This design comes from an exercise in tuning for small area, a short achievable clock period and few clock cycles on the open sky130 flow, not from production work.
Function was checked by simulation only, so behaviour that the tests miss may differ from the original.
Power figures rest on the tool's default switching activity, not on a simulated workload.

==> module instruction_cache_match, before the edit <==
module instruction_cache_match #(
   parameter int WA_W = 30
) (
   input  logic [WA_W-1:0] pc,
   input  logic [WA_W-1:0] expect_addr,
   input  logic            pc_valid,
   input  logic            expect_valid,
   input  logic            data_valid,
   input  logic            mem_ack,
   input  logic            fwd_ok,
   output logic            eq,
   output logic            done,
   output logic            stall
);
   localparam int NG = (WA_W + 3) / 4;
   logic [4*NG-1:0] pc_pad;
   logic [4*NG-1:0] ex_pad;
   logic [NG-1:0]   grp_eq;
   logic [1:0]      differs;
   logic            ok;
   assign pc_pad = {{(4*NG-WA_W){1'b0}}, pc};
   assign ex_pad = {{(4*NG-WA_W){1'b0}}, expect_addr};
   for (genvar g = 0; g < NG; g++) begin : g_grp
      instruction_cache_eq4 u_eq (.a(pc_pad[4*g +: 4]), .b(ex_pad[4*g +: 4]), .eq(grp_eq[g]));
   end
   instruction_cache_nand4 u_d0 (.a(grp_eq[3:0]), .y(differs[0]));
   instruction_cache_nand4 u_d1 (.a(grp_eq[NG-1:4]), .y(differs[1]));
   assign ok = pc_valid && expect_valid && (data_valid || (mem_ack && fwd_ok));
   logic same;
   instruction_cache_nor2  u_same  (.a(differs), .y(same));
   instruction_cache_nand2 u_stall (.a({same, ok}), .y(stall));
   assign done = !differs[0] && !differs[1] && ok;
   assign eq   = !differs[0] && !differs[1] && pc_valid && expect_valid;
endmodule
==> module instruction_cache_eq4, before the edit <==
module instruction_cache_eq4 (
   input  logic [3:0] a,
   input  logic [3:0] b,
   output logic       eq
);
   assign eq = (a == b);
endmodule
==> module instruction_cache_nand4, before the edit <==
module instruction_cache_nand4 (
   input  logic [3:0] a,
   output logic       y
);
   assign y = !(&a);
endmodule
==> module instruction_cache_nor2, before the edit <==
module instruction_cache_nor2 (
   input  logic [1:0] a,
   output logic       y
);
   assign y = !(a[0] || a[1]);
endmodule
==> module instruction_cache_nand2, before the edit <==
module instruction_cache_nand2 (
   input  logic [1:0] a,
   output logic       y
);
   assign y = !(a[0] && a[1]);
endmodule
Settings: LEC_CHECK=0, ABC_CLOCK_PERIOD_IN_PS=4000, CAP_MARGIN=20, CORE_MARGIN=2, CORE_UTILIZATION=50, CTS_CLUSTER_DIAMETER=70, CTS_CLUSTER_SIZE=20, SETUP_SLACK_MARGIN=3.6, SLEW_MARGIN=20, SYNTH_HIERARCHICAL=1, SYNTH_MINIMUM_KEEP_SIZE=0; clock period 8.0 ns.
run.sh (not shown) runs the stock make flow with config.mk's settings and CLKGATE_MAP_FILE= SYNTH_SCRIPT=/design/flow/synth_recipe.tcl, a recipe that flattens the netlist after the stock synthesis.
The baseline finished with timing, DRC and antenna clean.
Testbench counts at the start, summed over its fixed seeds: cycles 42,624.
Next try:
--- a/flow/design.v
+++ b/flow/design.v
@@ -233,52 +233,11 @@
    output logic            eq,
    output logic            done,
    output logic            stall
 );
-   localparam int NG = (WA_W + 3) / 4;
-   logic [4*NG-1:0] pc_pad;
-   logic [4*NG-1:0] ex_pad;
-   logic [NG-1:0]   grp_eq;
-   logic [1:0]      differs;
-   logic            ok;
-   assign pc_pad = {{(4*NG-WA_W){1'b0}}, pc};
-   assign ex_pad = {{(4*NG-WA_W){1'b0}}, expect_addr};
-   for (genvar g = 0; g < NG; g++) begin : g_grp
-      instruction_cache_eq4 u_eq (.a(pc_pad[4*g +: 4]), .b(ex_pad[4*g +: 4]), .eq(grp_eq[g]));
-   end
-   instruction_cache_nand4 u_d0 (.a(grp_eq[3:0]), .y(differs[0]));
-   instruction_cache_nand4 u_d1 (.a(grp_eq[NG-1:4]), .y(differs[1]));
-   assign ok = pc_valid && expect_valid && (data_valid || (mem_ack && fwd_ok));
-   logic same;
-   instruction_cache_nor2  u_same  (.a(differs), .y(same));
-   instruction_cache_nand2 u_stall (.a({same, ok}), .y(stall));
-   assign done = !differs[0] && !differs[1] && ok;
-   assign eq   = !differs[0] && !differs[1] && pc_valid && expect_valid;
-endmodule
-module instruction_cache_eq4 (
-   input  logic [3:0] a,
-   input  logic [3:0] b,
-   output logic       eq
-);
-   assign eq = (a == b);
-endmodule
-module instruction_cache_nand4 (
-   input  logic [3:0] a,
-   output logic       y
-);
-   assign y = !(&a);
-endmodule
-module instruction_cache_nor2 (
-   input  logic [1:0] a,
-   output logic       y
-);
-   assign y = !(a[0] || a[1]);
-endmodule
-module instruction_cache_nand2 (
-   input  logic [1:0] a,
-   output logic       y
-);
-   assign y = !(a[0] && a[1]);
+   assign eq    = pc_valid && expect_valid && (pc == expect_addr);
+   assign done  = eq && (data_valid || (mem_ack && fwd_ok));
+   assign stall = !done;
 endmodule
 module instruction_cache_dec #(
    parameter int N = 16
 ) (
Power is lower by 3.6%.
Clock-buffer cell count is lower by 1.
Worst setup slack degrades by 0.15 ns.
Utilization is lower by 1.2 points.
Cell area is lower by 2.2%.
Die area hardly moves.
Critical path depth is lower by 19.
Maximum frequency is lower by 3.1%.
Flip-flop and latch count is unchanged.
Register-to-register slack improves by 0.08 ns.
Final cell count is lower by 1.2%.
Global-route usage is lower by 1.1 points.
Synthesized area is about the same.
Sequential power hardly moves.
Testbench counts after the change, summed over its fixed seeds: cycles 42,624.


Another version of the RTL of instruction_cache (not shown whole).
## instruction_cache
module instruction_cache #(
   parameter int ADDR_W         = 32,
   parameter int DATA_W         = 32,
   parameter int LINES          = 16,
   parameter int WORDS_PER_LINE = 4
) (
   input  logic              clock,
   input  logic              reset,
   input  logic [ADDR_W-1:0] pc_addr,
   input  logic              pc_valid,
   output logic [DATA_W-1:0] instruction_out,
   output logic              stall,
   input  logic              flush,
   output logic              mem_req,
   output logic [ADDR_W-1:0] mem_addr,
   input  logic              mem_ack,
   input  logic [DATA_W-1:0] mem_rdata,
   output logic [31:0]       hit_count,
   output logic [31:0]       miss_count
);
clock: 8.0 ns
lec_check: 0
abc_clock_period_in_ps: 4000
cap_margin: 20
core_margin: 2
core_utilization: 50
cts_cluster_diameter: 70
cts_cluster_size: 20
setup_slack_margin: 3.6
slew_margin: 20
synth_hierarchical: 1
synth_minimum_keep_size: 0
standard.sh (not shown) runs the stock make flow with config.mk's settings and CLKGATE_MAP_FILE= SYNTH_SCRIPT=/design/flow/synth_recipe.tcl, a recipe that flattens the netlist after the stock synthesis.
==> flow/flow/run.sh <==
#!/bin/bash
# The standard layout, with the port buffers that placement inserts made plain
# sky130_fd_sc_hd__buf_2 cells rather than the tool's default pick (a delay
# buffer); repair may resize them as usual.  The make output goes to
# standard_flow.log here; ORFS keeps each step's log under orfs/logs/.
set -euo pipefail
export BUFFER_PORTS_ARGS="-buffer_cell sky130_fd_sc_hd__buf_2"
bash standard.sh > standard_flow.log 2>&1
The first run produced a clean layout.
Testbench counts at the start, summed over its fixed seeds: cycles 42,624.
==> next run, changes <==
--- a/flow/design.v
+++ b/flow/design.v
@@ -51,20 +51,21 @@
    logic               pc_rf_s;
    logic [DATA_W-1:0]  rd_data_s;
    logic               eq_s;
    logic               mispred_s;
    logic               psel_s;
    logic               done_s;
    logic               rf_ack_s;
    logic               rf_last_s;
    logic               rf_free_s;
    logic               rf_load_s;
+   logic               rf_start_s;
    logic [IDX_W-1:0]   rf_idx_s;
    logic               unused_byte_bits_s;
    assign unused_byte_bits_s = ^pc_addr[1:0];
    assign w3_s      = (aw_r == WORD_W'(WORDS_PER_LINE - 1));
    assign anl_s     = al_r + LINE_W'(1);
    assign str_s     = rf_act_r && aeq_r;
    assign sel_nl_s  = v_r ? w3_s : str_s;
    assign sq_line_s = sel_nl_s ? anl_s : al_r;
    assign sq_word_s = v_r ? (aw_r + WORD_W'(1)) : (str_s ? WORD_W'(0) : aw_r);
    logic psel_l_s;
@@ -139,35 +140,22 @@
       .eq(eq_s), .done(done_s), .stall(stall)
    );
    assign mispred_s = pc_valid && !eq_s;
    assign instruction_out = v_r ? d_r : mem_rdata;
    assign rf_idx_s   = rf_line_r[IDX_W-1:0];
    assign rf_ack_s   = rf_act_r && mem_ack;
    assign rf_last_s  = (rf_n_r == WORD_W'(WORDS_PER_LINE - 1));
    assign rf_free_s  = !rf_act_r || (mem_ack && rf_last_s);
    assign pc_rf_s    = (pc_addr[ADDR_W-1:OFF_W] == rf_line_r);
    assign rf_load_s  = rf_free_s && (psel_s || !mispred_s);
-   logic v_next_s;
-   logic act_next_s;
-   instruction_cache_vnext u_v_next (
-      .s(psel_s), .en(!flush), .h(pc_hit_s),
-      .b(mispred_s ? 1'b0 :
-         done_s    ? (v_r && !flush && sq_hit_s) :
-         !v_r      ? (!str_s && !flush && sq_hit_s && !psel_l_s) :
-                     !flush),
-      .y(v_next_s)
-   );
-   instruction_cache_anext u_act_next (
-      .hold(!rf_free_s), .s(psel_s), .en(!(rf_act_r && pc_rf_s)), .h(pc_hit_s),
-      .b(!mispred_s && av_r && !v_r && !sq_hit_s),
-      .y(act_next_s)
-   );
+   assign rf_start_s = psel_s ? (rf_free_s && !(rf_act_r && pc_rf_s) && !pc_hit_s) :
+                                (rf_free_s && !mispred_s && av_r && !v_r && !sq_hit_s);
    assign mem_req    = rf_act_r;
    assign mem_addr   = {rf_line_r, rf_word_r, 2'b00};
    assign hit_count  = hit_r;
    assign miss_count = miss_r;
    always_ff @(posedge clock or negedge reset) begin
       if (!reset) begin
          av_r       <= 1'b0;
          v_r        <= 1'b0;
          aeq_r      <= 1'b0;
          valid_r    <= '0;
@@ -176,41 +164,51 @@
          rf_abort_r <= 1'b0;
          hit_r      <= 32'd0;
          miss_r     <= 32'd0;
       end else begin
          if (done_s) begin
             hit_r <= hit_r + 32'd1;
          end
          if (mispred_s) begin
             av_r  <= 1'b1;
          end
-         v_r      <= v_next_s;
-         rf_act_r <= act_next_s;
+         if (psel_s) begin
+            v_r   <= !flush && pc_hit_s;
+         end else if (mispred_s) begin
+            v_r   <= 1'b0;
+         end else if (done_s) begin
+            v_r   <= v_r && !flush && sq_hit_s;
+         end else if (!v_r) begin
+            v_r   <= !str_s && !flush && sq_hit_s && !psel_l_s;
+         end else if (flush) begin
+            v_r   <= 1'b0;
+         end
          if (rf_load_s) begin
             aeq_r <= psel_s || ((done_s && w3_s) == sel_nl_s);
          end else if (mispred_s) begin
             aeq_r <= pc_rf_s;
          end else if (done_s && w3_s) begin
             aeq_r <= (anl_s == rf_line_r);
          end
          if (rf_act_r && (rf_n_r == '0)) begin
             valid_r[rf_idx_s] <= 1'b0;
          end
          if (rf_ack_s) begin
             rf_n_r <= rf_n_r + WORD_W'(1);
             if (rf_last_s) begin
                miss_r <= miss_r + 32'd1;
                if (!rf_abort_r) valid_r[rf_idx_s] <= 1'b1;
             end
          end
          if (rf_act_r && flush) rf_abort_r <= 1'b1;
          if (rf_free_s) begin
+            rf_act_r   <= rf_start_s;
             rf_n_r     <= '0;
             rf_abort_r <= 1'b0;
          end
          if (flush) valid_r <= '0;
       end
    end
    always_ff @(posedge clock) begin
       if (done_s) begin
          aw_r <= aw_r + WORD_W'(1);
          if (w3_s) begin
@@ -311,39 +309,20 @@
 module instruction_cache_selmux #(
    parameter int N = 16
 ) (
    input  logic         s,
    input  logic [N-1:0] a,
    input  logic [N-1:0] b,
    output logic [N-1:0] y
 );
    assign y = s ? a : b;
 endmodule
-module instruction_cache_vnext (
-   input  logic s,
-   input  logic en,
-   input  logic h,
-   input  logic b,
-   output logic y
-);
-   assign y = s ? (en && h) : b;
-endmodule
-module instruction_cache_anext (
-   input  logic hold,
-   input  logic s,
-   input  logic en,
-   input  logic h,
-   input  logic b,
-   output logic y
-);
-   assign y = hold || (s ? (en && !h) : b);
-endmodule
 module instruction_cache_dec #(
    parameter int N = 16
 ) (
    input  logic [$clog2(N)-1:0] a,
    output logic [N-1:0]         y
 );
    always_comb begin
       for (int i = 0; i < N; i++) begin
          y[i] = (a == i);
       end
Outcome: The new run produced a clean layout; global-route usage came out lower by 0.31 points; wire length came out lower by 1.6%; power came out lower by 1.3%; via count came out lower by 1.2%; area after synthesis stays flat; first-iteration DRC count came out higher by 0.93%; sequential power hardly moves; cell count came out lower by 0.33%; maximum frequency came out lower by 0.46%; register-to-register slack is better by 0.08 ns; cell area came out lower by 0.68%; clock-buffer cell count came out higher by 7.
Testbench counts after the change, summed over its fixed seeds: cycles 42,624.

-- what the ideal ports hide --
How much do the figures lean on ideal ports? The routed layouts below were timed once more, with nothing changed but the port constraints.
Step 1 (the two cells are an assumption about what drives the block):
set clk [get_ports {clock}]
set_driving_cell -lib_cell sky130_fd_sc_hd__clkbuf_16 $clk
set_driving_cell -lib_cell sky130_fd_sc_hd__buf_2 [delete_from_list [all_inputs] $clk]
Step 2 adds t to the input delays and takes it off the output delays; t is the mean of the earliest and latest rising clock arrival at the registers after step 1. Input paths then give back, and output paths get back, about the clock's delay inside the block.
a / b / c = no drivers / after step 1 / after step 2; a / b = the first two.
run | t, ns | setup WS [ns] | worst data-port slew with drivers (ns)
the first run of note 1 | 0.939 | 3.416 / 3.416 / 2.636 | 0.13
the second run of note 1 | 0.929 | 3.269 / 3.177 / 2.571 | 0.13
the first run of note 2 | 0.943 | 3.369 / 3.349 / 2.406 | 0.18
the second run of note 2 | 0.941 | 3.348 / 3.340 / 2.400 | 0.21
After both steps every run listed still meets setup and hold. The setup slack of the first run of note 2, which loses most, moves by -0.020 ns with the drivers and by -0.963 ns with both steps.
